From an optimization exercise on the open Yosys and OpenROAD flow, aimed at small area and a short achievable clock period; shortcuts taken in it are not production practice.
RTL that was checked went through simulation tests only; none was proved equivalent to the original.
No driver is modelled on the clock port, so clock power and skew are understated where the tree is cut down; a real chip needs a root buffer or a tree.
No activity file was given, so power comes from the tool's default toggle rates.

// doubling_adder_top
module doubling_adder_top (
  input  logic                  clk,
  input  logic                  arst_n,
  input  logic                  in_valid,
  input  logic [64-1:0] a,
  input  logic [64-1:0] b,
  input  logic                  cin,
  output logic [64:0]   sum,
  output logic                  out_valid
);
Size: roughly 1,100 cells after synthesis, ~200 I/O pins.
==> flow/config.mk <==
export PLATFORM = sky130hd
export DESIGN_NAME = doubling_adder_top
export DESIGN_NICKNAME = doubling_adder_top
export VERILOG_FILES = /design/flow/design.v
export SDC_FILE = /design/flow/constraint.sdc
export NUM_CORES = 4
export LEC_CHECK = 0
export CAP_MARGIN = 20
export CORE_MARGIN = 2
export CORE_UTILIZATION = 50
export HOLD_SLACK_MARGIN = 0.05
export SETUP_SLACK_MARGIN = 1.4
export SLEW_MARGIN = 20
export SYNTH_HIERARCHICAL = 1
export SYNTH_MINIMUM_KEEP_SIZE = 0
==> flow/constraint.sdc <==
create_clock -name core_clock -period 3.2 [get_ports {clk}]
set_input_delay 0.6400 -clock core_clock [delete_from_list [all_inputs] [get_ports {clk}]]
set_output_delay 0.6400 -clock core_clock [all_outputs]
set_load 0.01 [all_outputs]
standard.sh (not shown) runs the stock make flow with config.mk's settings and CLKGATE_MAP_FILE= SYNTH_SCRIPT=/design/flow/synth_recipe.tcl, a recipe that flattens the netlist after the stock synthesis.
==> flow/flow/run.sh <==
#!/bin/bash
# Layout flow: the standard flow (standard.sh, unchanged synthesis), with the
# port buffers chosen here instead of by buffer_ports' default pick: small
# buffers on the inputs, a stronger one on the outputs. Every port still gets
# its own buffer, as in the standard flow.
set -euo pipefail
HERE=$(cd "$(dirname "$0")" && pwd)
bash standard.sh finish DONT_BUFFER_PORTS=1 PRE_GLOBAL_PLACE_TCL="$HERE/buffer_ports.tcl" > standard_flow.log 2>&1
==> flow/flow/buffer_ports.tcl <==
# Sourced by ORFS global_place.tcl before placement (PRE_GLOBAL_PLACE_TCL), in
# place of its own buffer_ports call, which DONT_BUFFER_PORTS=1 turns off.
buffer_ports -inputs -buffer_cell sky130_fd_sc_hd__buf_1
buffer_ports -outputs -buffer_cell sky130_fd_sc_hd__buf_4
The baseline completed and failed the layout checks on hold timing.
==> next run, changes <==
--- a/flow/config.mk
+++ b/flow/config.mk
@@ -11,3 +11,3 @@
 export HOLD_SLACK_MARGIN = 0.05
-export SETUP_SLACK_MARGIN = 1.4
+export SETUP_SLACK_MARGIN = 1.6
 export SLEW_MARGIN = 20
Result: The new run finished but failed the layout checks on hold timing; sequential power stays flat; hold slack degrades by 0.0050 ns; synthesized cell count does not change; combinational power goes up by a little under a tenth.
Function was not checked in any run of this note: the RTL went through the layout flow alone.

* * *

Setup of nickel:
Another version of the RTL of doubling_adder_top (not shown whole).
Size in the first run: roughly 930 cells after synthesis, about 8000 sq um of cells after synthesis.
// doubling_adder_top
module doubling_adder_top (
  input  logic                  clk,
  input  logic                  arst_n,
  input  logic                  in_valid,
  input  logic [64-1:0] a,
  input  logic [64-1:0] b,
  input  logic                  cin,
  output logic [64:0]   sum,
  output logic                  out_valid
);
clock: 3.2 ns
lec_check: 0
cap_margin: 20
core_margin: 2
core_utilization: 65
hold_slack_margin: 0.05
place_density: 0.8
setup_slack_margin: 1.72
slew_margin: 20
synth_hierarchical: 1
synth_minimum_keep_size: 0
==> flow/flow/run.sh <==
#!/bin/bash
# Layout flow: the standard flow (standard.sh, unchanged synthesis) with
#  - the port buffers of buffer_ports set to the smallest buffer, which
#    repair_timing then sizes up where timing needs it (every port still gets
#    its own buffer);
#  - a small balanced clock tree (cts_tree.tcl) in place of TritonCTS: the clock
#    port drives four clock inverters, each driving two leaf clock inverters,
#    each leaf driving an eighth of the flip-flops (two inversions on every
#    path, so each acts as a buffer).
set -euo pipefail
HERE=$(cd "$(dirname "$0")" && pwd)
bash standard.sh finish BUFFER_PORTS_ARGS="-buffer_cell sky130_fd_sc_hd__buf_1" \
  PRE_CTS_TCL="$HERE/cts_tree.tcl" CTS_TOP_BUFS=4 CTS_LEAF_BUFS=2 \
  CTS_TOP_CELL=sky130_fd_sc_hd__clkinv_2 CTS_LEAF_CELL=sky130_fd_sc_hd__clkinv_8 \
  > standard_flow.log 2>&1
Other scripts of this flow, unchanged in this note and not shown: flow/flow/cts_tree.tcl
nickel ran to completion and came out clean on the timing, design-rule and antenna checks.
Input changes introduced in amber (baseline for comparison: nickel):
Settings: PLACE_DENSITY: 0.8 -> unset; SETUP_SLACK_MARGIN: 1.72 -> 1.7.
--- outcome ---
amber vs nickel on relative area change from synthesis to final layout: amber is the lower one. Final-layout worst hold slack on amber is behind nickel. Clock-net power ends up lower on amber. sky130_fd_sc_hd__nor2_1 as the slowest library cell on the worst path was reported by amber, and sky130_fd_sc_hd__dfrtp_1 by nickel. For final critical-path required period, nickel and amber come out practically identical. nickel → amber: met2 wirelength from detailed routing shrank by about 1.4%, core occupancy in the finished layout dropped 1.1 points.
[inputs] lagoon vs amber
Settings: changing SETUP_SLACK_MARGIN from 1.7 to 1.72; changing CORE_UTILIZATION from 65 to 60; setting PLACE_DENSITY to 0.72 for the first time.
[summary]
A category of the most critical setup path of input pin to flip-flop is what amber shows, while flip-flop to primary output belongs to lagoon. lagoon vs amber, data arrival time at the worst-slack endpoint went down by 0.80 ns. Footprint of the multi-input gates in lagoon vs amber: up 0.72%. lagoon reports a higher number of iterations in the first detailed-routing pass than amber does. Between amber and lagoon, global-route usage is higher for amber, lagoon comes in under that. Going from amber to lagoon, cell area after placement grew slightly.
#### Input delta (fjord over lagoon)
Settings: setting TNS_END_PERCENT to 10 for the first time; changing CORE_UTILIZATION from 60 to 65.
Results
- In the reports for fjord and lagoon, the smaller worst-case setup margin in the final layout belongs to fjord.
- Looking at area overhead of the layout relative to synthesis, fjord sits 3.8 points lower than lagoon does.
- Diff lagoon -> fjord: detailed route wirelength on metal2 did not really move; utilization went up; area taken by multi-input logic gates went down; area of the die went down.
- Compared fjord against lagoon; via count within noise.
- Against lagoon, number of rows in the core area in fjord fell by a few percent.
- Of fjord and lagoon, fjord shows the lower wire length after detailed routing, with lagoon above it.
Relative to fjord, the following input files were edited for garnet:
Settings: SETUP_SLACK_MARGIN changed from 1.72 to 1.7; TNS_END_PERCENT removed (was 10).
Findings:
First-pass detailed-route iteration total: garnet vs fjord down 1. | wire length on met3 | lower: fjord |. Compared with fjord, in garnet number of buffers and inverters on the critical path +1, vias after detailed routing flat, die area has remained practically unchanged, pre-CTS setup slack higher, final instance count without filler cells has increased. For fjord, the launch point of the critical path was gn_q[1]$_DFF_PN1_, unlike garnet, where it was b[1]. Relative to fjord, post-route cell area has gone up in garnet. Power share of the clock group essentially unchanged between fjord and garnet. Setup slack after layout is lower on fjord.
In every run of this note, the design's own scripts or RTL, not TritonCTS, make the clock network.

==> what the ideal ports hide <==
In the flow no input, the clock included, has a driving cell. The finished layouts below were timed again as built, in two steps.
Step 1: set_driving_cell puts a clkbuf_16 on clk and a buf_2 on each other input, an assumption about the parent block.
Step 2, shift: input delay + t, output delay - t, t = (earliest + latest rising clock arrival at the registers) / 2. This alone moves slack from input paths to output paths.
a / b / c = ideal ports / drivers / drivers and shift; a / b = the first two.
| run | shift t [ns] | setup WS [ns] | hold slack, ns | worst slew at a driven data input, ns | slew violations | max-capacitance violations |
|---|---|---|---|---|---|---|
| the first run of note 1 | 0.455 | 1.483 / 1.483 / 1.155 | -0.086 / 0.238 / 0.466 | 1.52 | 0 / 68 | 0 / 1 |
| the second run of note 1 | 0.456 | 1.607 / 1.605 / 1.149 | -0.091 / 0.230 / 0.454 | 1.52 | 0 / 68 | 0 / 1 |
| nickel | 0.338 | 1.733 / 1.658 / 1.473 | 0.421 / 0.371 / 0.460 | 0.05 | 0 / 0 | 0 / 0 |
| amber | 0.340 | 1.732 / 1.655 / 1.452 | 0.415 / 0.361 / 0.457 | 0.04 | 0 / 0 | 0 / 0 |
| lagoon | 0.337 | 1.744 / 1.666 / 1.479 | 0.387 / 0.337 / 0.460 | 0.04 | 0 / 0 | 0 / 0 |
| fjord | 0.338 | 1.728 / 1.654 / 1.448 | 0.460 / 0.408 / 0.460 | 0.05 | 0 / 0 | 0 / 0 |
| garnet | 0.340 | 1.732 / 1.655 / 1.452 | 0.415 / 0.361 / 0.457 | 0.04 | 0 / 0 | 0 / 0 |
With drivers on, slew violations rise in the first run of note 1 and the second run of note 1. The drivers bring new capacitance violations in the first run of note 1 and the second run of note 1. For the second run of note 1, which loses most, drivers alone change the setup slack by -0.002 ns; drivers and shift together by -0.458 ns. The worst setup slack also covers recovery checks on asynchronous resets.
